This design comes from an exercise in tuning for small area and a short achievable clock period on the open sky130 flow, not from production work.
Where RTL was checked, it was by simulation tests only, not by an equivalence proof against the original.
Power figures rest on the tool's default switching activity, not on a simulated workload.

Setup of red:
==> module fifo_wr_sr, before the edit <==
module fifo_wr_sr (
  input  logic write_strobe,
  input  logic read_strobe,
  input  logic en_r1,
  input  logic en_r0,
  output logic en
);
  assign en = write_strobe & (read_strobe ? en_r1 : en_r0);
endmodule
==> module fifo_flags, before the edit <==
module fifo_flags #(
  parameter int WIDTH    = fifo_flags_pkg::DEFAULT_WIDTH,
  parameter int NUM      = fifo_flags_pkg::DEFAULT_NUM,
  parameter int AF_LEVEL = NUM - 4,
  parameter int AE_LEVEL = 4
) (
  input  logic                     clk,
  input  logic                     reset_n,
  input  logic [WIDTH-1:0]         write_data,
  input  logic                     write_strobe,
  input  logic                     read_strobe,
  output logic [WIDTH-1:0]         read_data,
  output logic                     data_available,
  output logic                     full,
  output logic                     almost_full,
  output logic                     almost_empty,
  output logic [fifo_flags_pkg::cnt_bits(NUM)-1:0] count,
  output logic                     overflow,
  output logic                     underflow,
  input  logic                     err_clear
);
  localparam int CW = fifo_flags_pkg::cnt_bits(NUM);
  localparam int PW = fifo_flags_pkg::ptr_bits(NUM);
  localparam int SD = NUM - 1;             
  localparam int HW = 1 << (PW / 2);       
  localparam int LW = 1 << (PW - PW / 2);  
  logic [WIDTH-1:0] sr [SD];
  logic [WIDTH-1:0] head;
  localparam int NEN = 2 * WIDTH;           
  localparam int SEG = (SD + 1) / 2;        
  logic [NEN-1:0]   sr_en;
  logic [HW-1:0]    ra_hi;
  logic [LW-1:0]    ra_lo;
  logic             sr_empty;    
  logic [CW-1:0] cnt_up, cnt_dn;
  logic c_m1, c_le_ae_m1, c_ae, c_ae_p1, c_af_m1, c_af, c_ge_af_p1;
  fifo_cnt_next #(.CW(CW), .NUM(NUM), .AF_LEVEL(AF_LEVEL), .AE_LEVEL(AE_LEVEL)) u_cnt (
    .count      (count),
    .up         (cnt_up),
    .dn         (cnt_dn),
    .c_m1       (c_m1),
    .c_le_ae_m1 (c_le_ae_m1),
    .c_ae       (c_ae),
    .c_ae_p1    (c_ae_p1),
    .c_af_m1    (c_af_m1),
    .c_af       (c_af),
    .c_ge_af_p1 (c_ge_af_p1)
  );
  logic c_0, c_1;
  assign c_0 = ~data_available;
  assign c_1 = data_available & sr_empty;
  logic rd_acc, wr_acc, inc, dec;
  assign rd_acc = read_strobe & data_available;
  assign wr_acc = write_strobe & (~full | read_strobe);
  assign inc    = wr_acc & ~rd_acc;
  assign dec    = rd_acc & ~wr_acc;
  always_ff @(posedge clk) begin
    for (int b = 0; b < WIDTH; b++) begin
      if (sr_en[2*b]) sr[0][b] <= write_data[b];
      for (int i = 1; i < SD; i++) begin
        if (sr_en[2*b + i / SEG]) sr[i][b] <= sr[i-1][b];
      end
    end
  end
  logic [HW*LW-1:0] rsel;
  logic [WIDTH-1:0] sr_out_n;
  for (genvar i = 0; i < HW * LW; i++) begin : g_sel
    fifo_g_and2 u_dec (.a(ra_hi[i / LW]), .b(ra_lo[i % LW]), .y(rsel[i]));
  end
  for (genvar b = 0; b < WIDTH; b++) begin : g_bit
    logic [HW*LW-1:0] d;
    for (genvar i = 0; i < HW * LW; i++) begin : g_ent
      if (i < SD) begin : g_used
        assign d[i] = sr[i][b];
      end else begin : g_unused
        assign d[i] = 1'b0;
      end
    end
    fifo_ptr_wrap u_rd (.sel(rsel), .d(d), .yn(sr_out_n[b]));
  end
  logic             ld_wd, ld_sr;
  logic [WIDTH-1:0] alt, head_d;
  assign ld_wd   = (c_0 & write_strobe) | (c_1 & read_strobe);
  assign ld_sr   = read_strobe & ~sr_empty;
  assign alt     = ld_wd ? write_data : head;
  for (genvar b = 0; b < WIDTH; b++) begin : g_head
    fifo_head_next u_mux (.sr_n(sr_out_n[b]), .alt(alt[b]), .ld_sr(ld_sr), .y(head_d[b]));
  end
  always_ff @(posedge clk) begin
    head <= head_d;
  end
  assign read_data = head;
  logic en_r1, en_r0;
  assign en_r1 = data_available & ~c_1;
  assign en_r0 = data_available & ~full;
  for (genvar k = 0; k < NEN; k++) begin : g_en
    fifo_wr_sr u_en (
      .write_strobe (write_strobe),
      .read_strobe  (read_strobe),
      .en_r1        (en_r1),
      .en_r0        (en_r0),
      .en           (sr_en[k])
    );
  end
  always_ff @(posedge clk or negedge reset_n) begin
    if (!reset_n) begin
      ra_hi    <= HW'(1) << (HW - 1);
      ra_lo    <= LW'(1) << (LW - 1);
      sr_empty <= 1'b1;
    end else begin
      if (~read_strobe & write_strobe & en_r0) begin
        ra_lo    <= {ra_lo[LW-2:0], ra_lo[LW-1]};
        if (ra_lo[LW-1]) ra_hi <= {ra_hi[HW-2:0], ra_hi[HW-1]};
        sr_empty <= 1'b0;
      end else if (read_strobe & ~write_strobe & ~sr_empty) begin
        ra_lo    <= {ra_lo[0], ra_lo[LW-1:1]};
        if (ra_lo[0]) ra_hi <= {ra_hi[0], ra_hi[HW-1:1]};
        sr_empty <= ra_hi[0] & ra_lo[0];
      end
    end
  end
  always_ff @(posedge clk or negedge reset_n) begin
    if (!reset_n) begin
      count          <= '0;
      data_available <= 1'b0;
      full           <= 1'b0;
      almost_full    <= 1'b0;
      almost_empty   <= 1'b1;
    end else begin
      if (inc) count <= cnt_up;
      else if (dec) count <= cnt_dn;
      data_available <= ~(~write_strobe & (c_0 | (c_1 & read_strobe)));
      full           <= (full & ~dec) | (c_m1 & inc);
      almost_full    <= c_ge_af_p1 | (c_af & ~dec) | (c_af_m1 & inc);
      almost_empty   <= c_le_ae_m1 | (c_ae & ~inc) | (c_ae_p1 & dec);
    end
  end
  always_ff @(posedge clk or negedge reset_n) begin
    if (!reset_n) begin
      overflow  <= 1'b0;
      underflow <= 1'b0;
    end else if (err_clear) begin
      overflow  <= 1'b0;
      underflow <= 1'b0;
    end else begin
      if (write_strobe & ~wr_acc) overflow  <= 1'b1;
      if (read_strobe & ~rd_acc)  underflow <= 1'b1;
    end
  end
endmodule
clock: 5.5 ns
lec_check: 0
abc_clock_period_in_ps: 2000
cap_margin: 20
core_margin: 2
core_utilization: 50
cts_cluster_diameter: 100
cts_cluster_size: 30
setup_slack_margin: 3.2
slew_margin: 20
synth_hierarchical: 1
tns_end_percent: 20
run.sh (not shown) runs the stock make flow with config.mk's settings and CLKGATE_MAP_FILE= SYNTH_SCRIPT=/design/flow/synth_recipe.tcl, a recipe that flattens the netlist after the stock synthesis.
For blue, these inputs were changed with respect to red:
diff --git a/flow/design.v b/flow/design.v
--- a/flow/design.v
+++ b/flow/design.v
@@ -94,12 +94,13 @@
   assign c_ge_af_p1 = (count >= CW'(AF_LEVEL + 1));
 endmodule
-module fifo_wr_sr (
+module fifo_pv_next (
   input  logic write_strobe,
   input  logic read_strobe,
-  input  logic en_r1,
-  input  logic en_r0,
-  output logic en
-);
-  assign en = write_strobe & (read_strobe ? en_r1 : en_r0);
+  input  logic data_available,
+  input  logic full,
+  input  logic c_1,
+  output logic pv_next
+);
+  assign pv_next = write_strobe & data_available & (~full | read_strobe) & ~(read_strobe & c_1);
 endmodule
 module fifo_head_next (
@@ -139,4 +140,6 @@
   logic [WIDTH-1:0] sr [SD];
   logic [WIDTH-1:0] head;
+  logic [WIDTH-1:0] pend;
+  logic             pend_v;
   localparam int NEN = 2 * WIDTH;           
   localparam int SEG = (SD + 1) / 2;        
@@ -161,5 +164,5 @@
   logic c_0, c_1;
   assign c_0 = ~data_available;
-  assign c_1 = data_available & sr_empty;
+  assign c_1 = data_available & sr_empty & ~pend_v;
   logic rd_acc, wr_acc, inc, dec;
   assign rd_acc = read_strobe & data_available;
@@ -168,6 +171,7 @@
   assign dec    = rd_acc & ~wr_acc;
   always_ff @(posedge clk) begin
+    pend <= write_data;
     for (int b = 0; b < WIDTH; b++) begin
-      if (sr_en[2*b]) sr[0][b] <= write_data[b];
+      if (sr_en[2*b]) sr[0][b] <= pend[b];
       for (int i = 1; i < SD; i++) begin
         if (sr_en[2*b + i / SEG]) sr[i][b] <= sr[i-1][b];
@@ -191,9 +195,10 @@
     fifo_ptr_wrap u_rd (.sel(rsel), .d(d), .yn(sr_out_n[b]));
   end
-  logic             ld_wd, ld_sr;
+  logic             ld_wd, ld_sr, ld_p;
   logic [WIDTH-1:0] alt, head_d;
   assign ld_wd   = (c_0 & write_strobe) | (c_1 & read_strobe);
   assign ld_sr   = read_strobe & ~sr_empty;
-  assign alt     = ld_wd ? write_data : head;
+  assign ld_p    = read_strobe & sr_empty & pend_v;
+  assign alt     = ld_wd ? write_data : (ld_p ? pend : head);
   for (genvar b = 0; b < WIDTH; b++) begin : g_head
     fifo_head_next u_mux (.sr_n(sr_out_n[b]), .alt(alt[b]), .ld_sr(ld_sr), .y(head_d[b]));
@@ -203,27 +208,30 @@
   end
   assign read_data = head;
-  logic en_r1, en_r0;
-  assign en_r1 = data_available & ~c_1;
-  assign en_r0 = data_available & ~full;
-  for (genvar k = 0; k < NEN; k++) begin : g_en
-    fifo_wr_sr u_en (
-      .write_strobe (write_strobe),
-      .read_strobe  (read_strobe),
-      .en_r1        (en_r1),
-      .en_r0        (en_r0),
-      .en           (sr_en[k])
+  logic [NEN:0] pv_next;
+  for (genvar k = 0; k <= NEN; k++) begin : g_pv
+    fifo_pv_next u_pv (
+      .write_strobe   (write_strobe),
+      .read_strobe    (read_strobe),
+      .data_available (data_available),
+      .full           (full),
+      .c_1            (c_1),
+      .pv_next        (pv_next[k])
     );
   end
   always_ff @(posedge clk or negedge reset_n) begin
     if (!reset_n) begin
+      pend_v   <= 1'b0;
+      sr_en    <= '0;
       ra_hi    <= HW'(1) << (HW - 1);
       ra_lo    <= LW'(1) << (LW - 1);
       sr_empty <= 1'b1;
     end else begin
-      if (~read_strobe & write_strobe & en_r0) begin
+      pend_v <= pv_next[NEN];
+      sr_en  <= pv_next[NEN-1:0];
+      if (pend_v & ~read_strobe) begin
         ra_lo    <= {ra_lo[LW-2:0], ra_lo[LW-1]};
         if (ra_lo[LW-1]) ra_hi <= {ra_hi[HW-2:0], ra_hi[HW-1]};
         sr_empty <= 1'b0;
-      end else if (read_strobe & ~write_strobe & ~sr_empty) begin
+      end else if (~pend_v & read_strobe & ~sr_empty) begin
         ra_lo    <= {ra_lo[0], ra_lo[LW-1:1]};
         if (ra_lo[0]) ra_hi <= {ra_hi[0], ra_hi[HW-1:1]};
### Flow results
red and blue ended up with nearly the same initial cell density of the core.
Of red and blue, the lower switching power share of the total belongs to blue.
Re smallest setup slack after layout: red was lower than blue.
Comparing red and blue, die area is higher on blue.
Multi-input combinational gate total (higher): red
For red, only the layout was checked, not whether the RTL still works.

-- separate check: timing with driven ports --
Ports are ideal in the flow. The routed layouts listed here were re-timed in OpenROAD. Step 1: set_driving_cell puts a clkbuf_16 on clk and a buf_2 on each other input, an assumption about the parent block. Step 2 times the ports against the registers' clock, not the clock port: input delays grow and output delays shrink by t, the midpoint of the rising clock arrivals with the driver on. a / b / c = no drivers / after step 1 / after step 2; a / b = the first two.
run	shift t [ns]	slack for setup (ns)	hold WS [ns]
red	0.807	2.994 / 2.907 / 2.337	0.443 / 0.383 / 0.443
blue	0.797	3.027 / 2.975 / 2.455	0.435 / 0.419 / 0.435
After both steps setup and hold are still met in every run listed. The setup slack of red, which loses most, moves by -0.087 ns with the drivers and by -0.657 ns with both steps.
